Source: an optimization exercise on an open RTL-to-GDS flow (aim: small area, a short achievable clock period and few clock cycles per item). Production flows keep margins and buffers that such runs may drop. Only simulation tests tie the RTL to the original design; equivalence was not proved.

## design/flow/run.sh

```bash
#!/bin/bash
# synth_recipe.tcl (not shown) runs the flow's synth.tcl, then flattens the netlist and writes it again
# the make line also repeats each setting of config.mk as NAME=value (left out here)
make -C /OpenROAD-flow-scripts/flow DESIGN_CONFIG=/design/flow/config.mk WORK_HOME=/design/flow/orfs CLKGATE_MAP_FILE= SYNTH_SCRIPT=/design/flow/synth_recipe.tcl finish
```

## design/flow/config.mk

```make
export PLATFORM = sky130hd
export DESIGN_NAME = differential_temp_fan_stepper_core
export DESIGN_NICKNAME = differential_temp_fan_stepper_core
export VERILOG_FILES = /design/flow/design.v
export SDC_FILE = /design/flow/constraint.sdc
export NUM_CORES = 4
export LEC_CHECK = 0
export CAP_MARGIN = 20
export CORE_MARGIN = 2
export CORE_UTILIZATION = 40
export SLEW_MARGIN = 20
```

## design/flow/constraint.sdc

```tcl
create_clock -name core_clock -period 8.0 [get_ports {clk}]
set_input_delay 1.6000 -clock core_clock [delete_from_list [all_inputs] [get_ports {clk}]]
set_output_delay 1.6000 -clock core_clock [all_outputs]
set_load 0.01 [all_outputs]
```

## design/flow/design.v

```verilog
`default_nettype none
package dtfs_pkg;
    localparam int WINDOW = 10;
    localparam int RAW_W    = 16;
    localparam int SAMPLE_W = 15;
    localparam int THRESH_W = 12;
    localparam int LEVEL_W  = 3;
    localparam int CFG_IDX_W  = 4;
    localparam int CFG_DATA_W = 16;
    localparam int WIN_LOG = $clog2(WINDOW);
    localparam int SLOT_W  = (WIN_LOG < 1) ? 1 : WIN_LOG;
    localparam int SUM_W   = SAMPLE_W + WIN_LOG;
    localparam int HOLD_W  = $clog2(WINDOW + 2);
    localparam int RECIP_SHIFT = SUM_W + WIN_LOG;
    localparam int RECIP_W     = SUM_W + 2;
    localparam int unsigned RECIP = ((2 ** RECIP_SHIFT) + WINDOW - 1) / WINDOW;
    localparam int PROD_W      = SUM_W + RECIP_W;
    localparam logic [LEVEL_W-1:0] LVL_OFF  = 3'd0;
    localparam logic [LEVEL_W-1:0] LVL_ONE  = 3'd1;
    localparam logic [LEVEL_W-1:0] LVL_TWO  = 3'd2;
    localparam logic [LEVEL_W-1:0] LVL_THREE = 3'd3;
    localparam logic [LEVEL_W-1:0] LVL_FULL = 3'd4;
    localparam logic [1:0] CAP_NONE = 2'b00;
    localparam logic [1:0] CAP_LOW  = 2'b01;
    localparam logic [1:0] CAP_HIGH = 2'b10;
    localparam logic [1:0] CAP_BOTH = 2'b11;
    localparam logic [CFG_IDX_W-1:0] CFG_LEVEL1 = 4'd0;
    localparam logic [CFG_IDX_W-1:0] CFG_LEVEL2 = 4'd1;
    localparam logic [CFG_IDX_W-1:0] CFG_LEVEL3 = 4'd2;
    localparam logic [CFG_IDX_W-1:0] CFG_LEVEL4 = 4'd3;
    localparam logic [THRESH_W-1:0] LEVEL1_RST = 12'd16;
    localparam logic [THRESH_W-1:0] LEVEL2_RST = 12'd32;
    localparam logic [THRESH_W-1:0] LEVEL3_RST = 12'd48;
    localparam logic [THRESH_W-1:0] LEVEL4_RST = 12'd64;
    typedef enum logic [2:0] {
        ST_IDLE,
        ST_SUM_A,
        ST_DIV_A,
        ST_SUM_B,
        ST_DIV_B,
        ST_EVAL,
        ST_DONE
    } seq_state_t;
    typedef struct packed {
        logic              wr_en;
        logic [SLOT_W-1:0] wr_slot;
        logic [SLOT_W-1:0] rd_idx;
        logic              acc_clr;
        logic              acc_add;
        logic              sel_b;
        logic              div_a;
        logic              div_b;
    } dp_ctrl_t;
endpackage
`default_nettype wire
`default_nettype none
import dtfs_pkg::*;
module dtfs_datapath
(
    input  wire logic                              clk,
    input  wire logic                              rst_n,
    input  wire dtfs_pkg::dp_ctrl_t                ctrl,
    input  wire logic signed [dtfs_pkg::RAW_W-1:0] sample_a,
    input  wire logic signed [dtfs_pkg::RAW_W-1:0] sample_b,
    output logic [dtfs_pkg::SAMPLE_W-1:0]          avg_diff
);
    logic [SAMPLE_W-1:0] ring_a_reg [WINDOW];
    logic [SAMPLE_W-1:0] ring_b_reg [WINDOW];
    logic [SAMPLE_W-1:0] clamp_a;
    logic [SAMPLE_W-1:0] clamp_b;
    logic [SAMPLE_W-1:0] operand;
    logic [SUM_W-1:0]    acc_reg;
    logic [SUM_W-1:0]    acc_next;
    logic [PROD_W-1:0]   product;
    logic [SAMPLE_W-1:0] avg_a_reg;
    logic [SAMPLE_W-1:0] avg_b_reg;
    assign clamp_a = sample_a[RAW_W-1] ? '0 : sample_a[SAMPLE_W-1:0];
    assign clamp_b = sample_b[RAW_W-1] ? '0 : sample_b[SAMPLE_W-1:0];
    always_ff @(posedge clk or negedge rst_n)
    begin
        if (!rst_n)
        begin
            for (int i = 0; i < WINDOW; i++)
            begin
                ring_a_reg[i] <= '0;
                ring_b_reg[i] <= '0;
            end
        end
        else if (ctrl.wr_en)
        begin
            ring_a_reg[ctrl.wr_slot] <= clamp_a;
            ring_b_reg[ctrl.wr_slot] <= clamp_b;
        end
    end
    assign operand = ctrl.sel_b ? ring_b_reg[ctrl.rd_idx] : ring_a_reg[ctrl.rd_idx];
    always_comb
    begin
        acc_next = acc_reg;
        if (ctrl.acc_clr)
            acc_next = '0;
        else if (ctrl.acc_add)
            acc_next = acc_reg + SUM_W'(operand);
    end
    always_ff @(posedge clk or negedge rst_n)
    begin
        if (!rst_n)
            acc_reg <= '0;
        else
            acc_reg <= acc_next;
    end
    assign product = PROD_W'(acc_reg) * PROD_W'(RECIP_W'(RECIP));
    always_ff @(posedge clk)
    begin
        if (ctrl.div_a)
            avg_a_reg <= product[RECIP_SHIFT +: SAMPLE_W];
        if (ctrl.div_b)
            avg_b_reg <= product[RECIP_SHIFT +: SAMPLE_W];
    end
    assign avg_diff = (avg_a_reg >= avg_b_reg) ? (avg_a_reg - avg_b_reg)
                                               : (avg_b_reg - avg_a_reg);
endmodule
`default_nettype wire
`default_nettype none
import dtfs_pkg::*;
module differential_temp_fan_stepper_core
(
    input  wire logic        clk,
    input  wire logic        rst_n,
    input  wire logic        sensor_valid,
    output logic             sensor_ready,
    input  wire logic [15:0] sensor_sample_a,
    input  wire logic [15:0] sensor_sample_b,
    output logic             status_valid,
    input  wire logic        status_ready,
    output logic [2:0]       status_fan_level,
    output logic             status_level_changed,
    output logic             status_compared,
    output logic [14:0]      status_average_difference,
    output logic             status_relay_low_cap,
    output logic             status_relay_high_cap,
    output logic             status_main_relay,
    input  wire logic        cfg_valid,
    output logic             cfg_ready,
    input  wire logic [3:0]  cfg_index,
    input  wire logic [15:0] cfg_data
);
    dtfs_pkg::seq_state_t          state_reg;
    dtfs_pkg::seq_state_t          state_next;
    dtfs_pkg::dp_ctrl_t            ctrl;
    logic [SAMPLE_W-1:0] avg_diff;
    logic [THRESH_W-1:0] thr1_reg;
    logic [THRESH_W-1:0] thr2_reg;
    logic [THRESH_W-1:0] thr3_reg;
    logic [THRESH_W-1:0] thr4_reg;
    logic [SLOT_W-1:0]   slot_reg;
    logic [SLOT_W-1:0]   rd_idx_reg;
    logic [HOLD_W-1:0]   hold_reg;
    logic [HOLD_W-1:0]   hold_inc;
    logic [HOLD_W-1:0]   hold_step;
    logic [LEVEL_W-1:0]  level_reg;
    logic [LEVEL_W-1:0]  new_level;
    logic [1:0]          cap_reg;
    logic [1:0]          cap_next;
    logic                cmp_reg;
    logic                chg_reg;
    logic [SAMPLE_W-1:0] diff_reg;
    logic                in_fire;
    logic                rd_last;
    logic                out_load;
    logic                level_diff;
    logic                out_valid_reg;
    logic [LEVEL_W-1:0]  out_level_reg;
    logic                out_chg_reg;
    logic                out_cmp_reg;
    logic [SAMPLE_W-1:0] out_diff_reg;
    logic [1:0]          out_cap_reg;
    logic                out_main_reg;
    assign sensor_ready = (state_reg == ST_IDLE);
    assign in_fire      = sensor_valid && sensor_ready;
    assign rd_last      = (rd_idx_reg == SLOT_W'(WINDOW - 1));
    assign out_load     = (state_reg == ST_DONE) && (!out_valid_reg || status_ready);
    assign cfg_ready = 1'b1;
    always_ff @(posedge clk or negedge rst_n)
    begin
        if (!rst_n)
        begin
            thr1_reg <= LEVEL1_RST;
            thr2_reg <= LEVEL2_RST;
            thr3_reg <= LEVEL3_RST;
            thr4_reg <= LEVEL4_RST;
        end
        else if (cfg_valid)
        begin
            case (cfg_index)
                CFG_LEVEL1: thr1_reg <= cfg_data[THRESH_W-1:0];
                CFG_LEVEL2: thr2_reg <= cfg_data[THRESH_W-1:0];
                CFG_LEVEL3: thr3_reg <= cfg_data[THRESH_W-1:0];
                CFG_LEVEL4: thr4_reg <= cfg_data[THRESH_W-1:0];
                default:    ;
            endcase
        end
    end
    assign hold_inc  = (hold_reg != '0) ? (hold_reg + HOLD_W'(1)) : '0;
    assign hold_step = (hold_inc > HOLD_W'(WINDOW)) ? '0 : hold_inc;
    always_comb
    begin
        if (SAMPLE_W'(thr4_reg) < avg_diff)
            new_level = LVL_FULL;
        else if (SAMPLE_W'(thr3_reg) < avg_diff)
            new_level = LVL_THREE;
        else if (SAMPLE_W'(thr2_reg) < avg_diff)
            new_level = LVL_TWO;
        else if (SAMPLE_W'(thr1_reg) < avg_diff)
            new_level = LVL_ONE;
        else
            new_level = LVL_OFF;
    end
    assign level_diff = (new_level != level_reg);
    always_comb
    begin
        case (new_level)
            LVL_ONE:   cap_next = CAP_LOW;
            LVL_TWO:   cap_next = CAP_HIGH;
            LVL_THREE: cap_next = CAP_BOTH;
            LVL_FULL:  cap_next = CAP_NONE;
            default:   cap_next = cap_reg;
        endcase
    end
    always_comb
    begin
        state_next = state_reg;
        case (state_reg)
            ST_IDLE:
            begin
                if (in_fire)
                    state_next = (hold_step == '0) ? ST_SUM_A : ST_DONE;
            end
            ST_SUM_A: if (rd_last) state_next = ST_DIV_A;
            ST_DIV_A: state_next = ST_SUM_B;
            ST_SUM_B: if (rd_last) state_next = ST_DIV_B;
            ST_DIV_B: state_next = ST_EVAL;
            ST_EVAL:  state_next = ST_DONE;
            ST_DONE:  if (out_load) state_next = ST_IDLE;
            default:  state_next = ST_IDLE;
        endcase
    end
    always_comb
    begin
        ctrl         = '0;
        ctrl.wr_slot = slot_reg;
        ctrl.rd_idx  = rd_idx_reg;
        case (state_reg)
            ST_IDLE:
            begin
                ctrl.wr_en   = in_fire;
                ctrl.acc_clr = 1'b1;
            end
            ST_SUM_A: ctrl.acc_add = 1'b1;
            ST_DIV_A:
            begin
                ctrl.div_a   = 1'b1;
                ctrl.acc_clr = 1'b1;
            end
            ST_SUM_B:
            begin
                ctrl.acc_add = 1'b1;
                ctrl.sel_b   = 1'b1;
            end
            ST_DIV_B: ctrl.div_b = 1'b1;
            default:  ;
        endcase
    end
    always_ff @(posedge clk or negedge rst_n)
    begin
        if (!rst_n)
            state_reg <= ST_IDLE;
        else
            state_reg <= state_next;
    end
    always_ff @(posedge clk or negedge rst_n)
    begin
        if (!rst_n)
            rd_idx_reg <= '0;
        else if ((state_reg == ST_SUM_A) || (state_reg == ST_SUM_B))
            rd_idx_reg <= rd_last ? '0 : (rd_idx_reg + SLOT_W'(1));
        else
            rd_idx_reg <= '0;
    end
    always_ff @(posedge clk or negedge rst_n)
    begin
        if (!rst_n)
        begin
            slot_reg  <= '0;
            hold_reg  <= HOLD_W'(1);
            level_reg <= LVL_OFF;
            cap_reg   <= CAP_NONE;
            cmp_reg   <= 1'b0;
            chg_reg   <= 1'b0;
            diff_reg  <= '0;
        end
        else if (in_fire)
        begin
            slot_reg <= (slot_reg == SLOT_W'(WINDOW - 1)) ? '0 : (slot_reg + SLOT_W'(1));
            hold_reg <= hold_step;
            cmp_reg  <= 1'b0;
            chg_reg  <= 1'b0;
            diff_reg <= '0;
        end
        else if (state_reg == ST_EVAL)
        begin
            cmp_reg  <= 1'b1;
            chg_reg  <= level_diff;
            diff_reg <= avg_diff;
            if (level_diff)
            begin
                level_reg <= new_level;
                hold_reg  <= HOLD_W'(1);
                cap_reg   <= cap_next;
            end
        end
    end
    always_ff @(posedge clk or negedge rst_n)
    begin
        if (!rst_n)
            out_valid_reg <= 1'b0;
        else if (out_load)
            out_valid_reg <= 1'b1;
        else if (status_ready)
            out_valid_reg <= 1'b0;
    end
    always_ff @(posedge clk)
    begin
        if (out_load)
        begin
            out_level_reg <= level_reg;
            out_chg_reg   <= chg_reg;
            out_cmp_reg   <= cmp_reg;
            out_diff_reg  <= diff_reg;
            out_cap_reg   <= cap_reg;
            out_main_reg  <= (level_reg != LVL_OFF);
        end
    end
    assign status_valid              = out_valid_reg;
    assign status_fan_level          = out_level_reg;
    assign status_level_changed      = out_chg_reg;
    assign status_compared           = out_cmp_reg;
    assign status_average_difference = out_diff_reg;
    assign status_relay_low_cap      = out_cap_reg[0];
    assign status_relay_high_cap     = out_cap_reg[1];
    assign status_main_relay         = out_main_reg;
    dtfs_datapath u_datapath (
        .clk      (clk),
        .rst_n    (rst_n),
        .ctrl     (ctrl),
        .sample_a (sensor_sample_a),
        .sample_b (sensor_sample_b),
        .avg_diff (avg_diff)
    );
endmodule
`default_nettype wire
```

==> impl_metrics.ini <==
[cts]
cts_setup_buffers = 0
htreeDepth = 2
clkTransAtPathRegs_ns = 0.06
clock-root-buffer = clkbuf_16
clock_latency_ns = 0.63
clk_path_buf_depth = 3
cts_hold_buf = 0
cts_sinks = 458
cts_resized = 0
cts_tree = built
cts_made_buffers = 50

[detailed_routing]
post_drt_wl_per_cell_um = 19.0
first_pass_iters = 5
drt_iter0_drc = 1266
viasPerCell = 5.40
antenna_left = 0
route.detailed.drc = 0
num_vias = 19400
wirelength_mm = 68.3

[worst_setup_path]
end_kind = flop
cp_max_fo = 6
r2r_slack_ns = 1.25
crit_chain = inv_1 > ha_1 > fa_1 > inv_1 > fa_1 > inv_1 > fa_1 > inv_1 > fa_1 > inv_1 > fa_1 > inv_1 > ha_1 > nand4_1 > o311ai_1 > nand4_1 > a31oi_1 > a221oi_1 > a311oi_1 > a31oi_1 > a211oi_1 > xnor2_1
slowest_stage = fa_1
critical_path_required_ns = 8.30
critPathBufInv = 6
crit_type = flop to flop
arrival_ns = 7.06
crit_family = adder cells
max_stage_delay_ns = 0.64
critPathLaunchType = flop
cpMostUsedCell = inv_1

[synthesis]
ys_ff_latch = 458
synthSimpleGateAreaFrac_pct = 10.5
ys_types = 77
synth-xor-area-share_pct = 1.41
syn-num-nets = 3073
synthFlopType = dfrtp_1
synth_top_family_by_area = adder cells
syn_area_mm2 = 0.0267
synthAdderAreaFrac_pct = 18.1
syn_inst = 2692
synth-compound-area-share_pct = 17.1
synth_mux_area_share_pct = 3.06
ys_seq_area_share_pct = 44.0
syn-mean-instance-area_um2 = 9.90
async_reset_ff_share_pct = 88.4
ys_warn_count = 4
synth_edf_count = 53

[grt]
grt_max_degree = 193
antenna_found_initial = 1
grt_pass1_wl_mm = 109
grt_usage_pct = 20.3
overflow = 0
grt_pass1_vias = 20000

[floorplan]
coreArea_mm2 = 0.0659
die_area_mm2 = 0.0687
dieHeight_um = 262
start_util_pct = 40.5
rows = 94
ioPinCount = 83
die_w_um = 262

[cells_and_area]
syn2layout_area_growth_pct = 12.6
nets = 3071
layout-drive-gt1-share_pct = 7.91
final_util_pct = 45.6

[placement]
io_buffers = 77
dp_hpwl_mm = 45.9
post-place-ws_ns = 1.28
routabilityCongestion = 0.880

[min_path]
hold_class = flop to flop

[sta]
slew_violations = 0
whs_ns = 0.450
relSlewSlack_pct = 31.9
rsz0062_at_grt = no
fin_crit_sh_pct = 84.4
finClkSkew_ns = 0.0675
setup_violations = 0
setup_tns_ns = 0
worst_slack_ns = 1.25
clock.fmax_mhz = 148
min_period_ns = 6.75
hold_viol_final = 0
tightest_slew_ns = 1.02

[run_status]
outcome = no timing/DRC/antenna violations

[job]
maxCapViolCount = 0
## cell usage after synthesis, drive strengths merged (4+ instances only)
master  instances  share of area [%]
and2            5               0.12
a22oi          70                2.0
nand3b          4               0.11
fa            102                7.7
buf            44               0.69
xor2           16               0.53
and4            6               0.21
xnor2          27               0.89
dfstp           6               0.59
nand4          14               0.35
or3             5               0.12
o21ai         388                7.3
o31a            5               0.16
nand3          46               0.86
nor3b           6               0.17
a21oi         119                2.3
o21a            9               0.26
ha            222                 10
edfxtp         53                6.0
a31oi          24               0.56
o31ai           4               0.11
nor3           24               0.47
inv           241                3.4
o21bai          6               0.17
nor2           52               0.73
nand2b         41               0.96
or2             5               0.12
mux2i          24               0.90
a211oi         10               0.28
a221oi         33                1.1
dfrtp         399                 37
a21o           24               0.68
mux2           51                2.2
nand2         399                5.6
nor2b          16               0.38
a22o           16               0.53
a221o          12               0.45
and3            4              0.094
clkbuf        118                1.7
## worst register-to-register path, cell delays in order (launching register included)
cell	delay [ns]
dfrtp_1	0.46
inv_1	0.07
ha_1	0.32
fa_1	0.18
inv_1	0.08
fa_1	0.64
inv_1	0.11
fa_1	0.54
inv_1	0.06
fa_1	0.54
inv_1	0.05
fa_1	0.48
inv_1	0.04
ha_1	0.30
nand4_1	0.10
o311ai_1	0.36
nand4_1	0.17
a31oi_1	0.42
a221oi_1	0.27
a311oi_1	0.63
a31oi_1	0.17
a211oi_1	0.30
xnor2_1	0.13
## through the flow
step | area, µm² | std cells
after global routing | 30000 | 3594
after detailed placement | 28200 | 3502
after global placement | 28200 | 3502
after CTS | 30000 | 3594
final | 30000 | 3595
after floorplan | 26700 | 2692
## final timing paths
kind                       cells past startpoint                                       to                         startpoint
setup / recovery                              22       u_datapath.avg_b_reg[14]$_DFFE_PP_  u_datapath.acc_reg[2]$_DFFE_PN0P_
hold / removal                                 0                    out_cmp_reg$_DFFE_PP_                cmp_reg$_DFFE_PN0P_
setup reg to reg                              22       u_datapath.avg_b_reg[14]$_DFFE_PP_  u_datapath.acc_reg[2]$_DFFE_PN0P_
hold reg to reg                                0                    out_cmp_reg$_DFFE_PP_                cmp_reg$_DFFE_PN0P_
max in group asynchronous                      2  u_datapath.ring_a_reg[7][3]$_DFFE_PN0P_                              rst_n
min in group asynchronous                      1        u_datapath.acc_reg[1]$_DFFE_PN0P_                              rst_n
## metal layers
layer  vias to the layer above  wire [µm]  GRT usage, %
met1                      9574      29800          26.1
met3                        94       3230          2.80
li1                       9274          -             -
met4                         0       1590          5.89
met2                       477      33800          35.5
met5                         -          0             0
## cell type report
| cell class | instances | area (µm²) |
|---|---|---|
| fill | 6116 | 35800 |
| sequential | 458 | 11700 |
| tap | 864 | 1080 |
| inverter | 241 | 905 |
| clock buffer | 68 | 1460 |
| antenna | 1 | 2.50 |
| timing repair buffer | 108 | 1020 |
| multi-input combinational | 1831 | 13500 |
| clock inverter | 24 | 322 |
## logic make-up after synthesis
logic type / after synthesis
compound gates: 753
xor+xnor: 43
fa+ha+maj: 325
buf+inv: 403
flops: 458
mux: 75
other cells: 1
simple gates: 634
## cells in the final DEF, fill, tap and decap left out, types with 6 or more instances in the layout
cell type	synthesis	final
o21a_1	8	8
a21o_1	24	24
nor3_2	1	6
nand2b_1	41	41
nand2_1	399	393
a221o_1	12	12
nand4_1	13	13
buf_4	2	29
a21oi_1	118	118
a22o_1	16	16
mux2_2	51	51
mux2i_1	24	24
dfstp_2	6	6
a211oi_1	10	10
clkdlybuf4s50_1	0	76
dfrtp_1	399	399
xor2_1	16	16
nor2b_1	16	16
clkinv_2	0	12
nor3_1	23	17
nand3_1	46	42
o21ai_0	383	383
a22oi_1	70	70
clkbuf_16	0	51
clkbuf_8	0	12
o21bai_1	6	6
a221oi_1	33	33
a31oi_1	24	24
fa_1	102	102
nor2_1	52	48
xnor2_1	27	27
ha_1	222	222
edfxtp_1	53	53
inv_1	241	241
Testbench counts, summed over its fixed seeds: cycles 218,561, items 16,000.

afterwards: timing with drivers on the ports:
The flow's constraints put no driver on any port. The routed layout listed below was extracted and timed again, unchanged, in two steps.
Step 1 sets driving cells, clkbuf_16 on the clock port and buf_2 on the other inputs (assumed; they add their load-dependent delay and slew).
Step 2 also shifts input and output timing later by t, the mid clock arrival at the registers, as if the neighbouring blocks saw the same clock.
Slacks: ideal / step 1 / step 2; pairs: ideal / step 1.
t (ns): 0.648
setup slack, ns: 1.248 / 1.248 / 1.248
slew at the worst register clock pin (ns): 0.07 / 0.07
After both steps setup and hold are still met in this run. For this run, drivers alone change the setup slack by 0.000 ns; drivers and shift together by 0.000 ns.
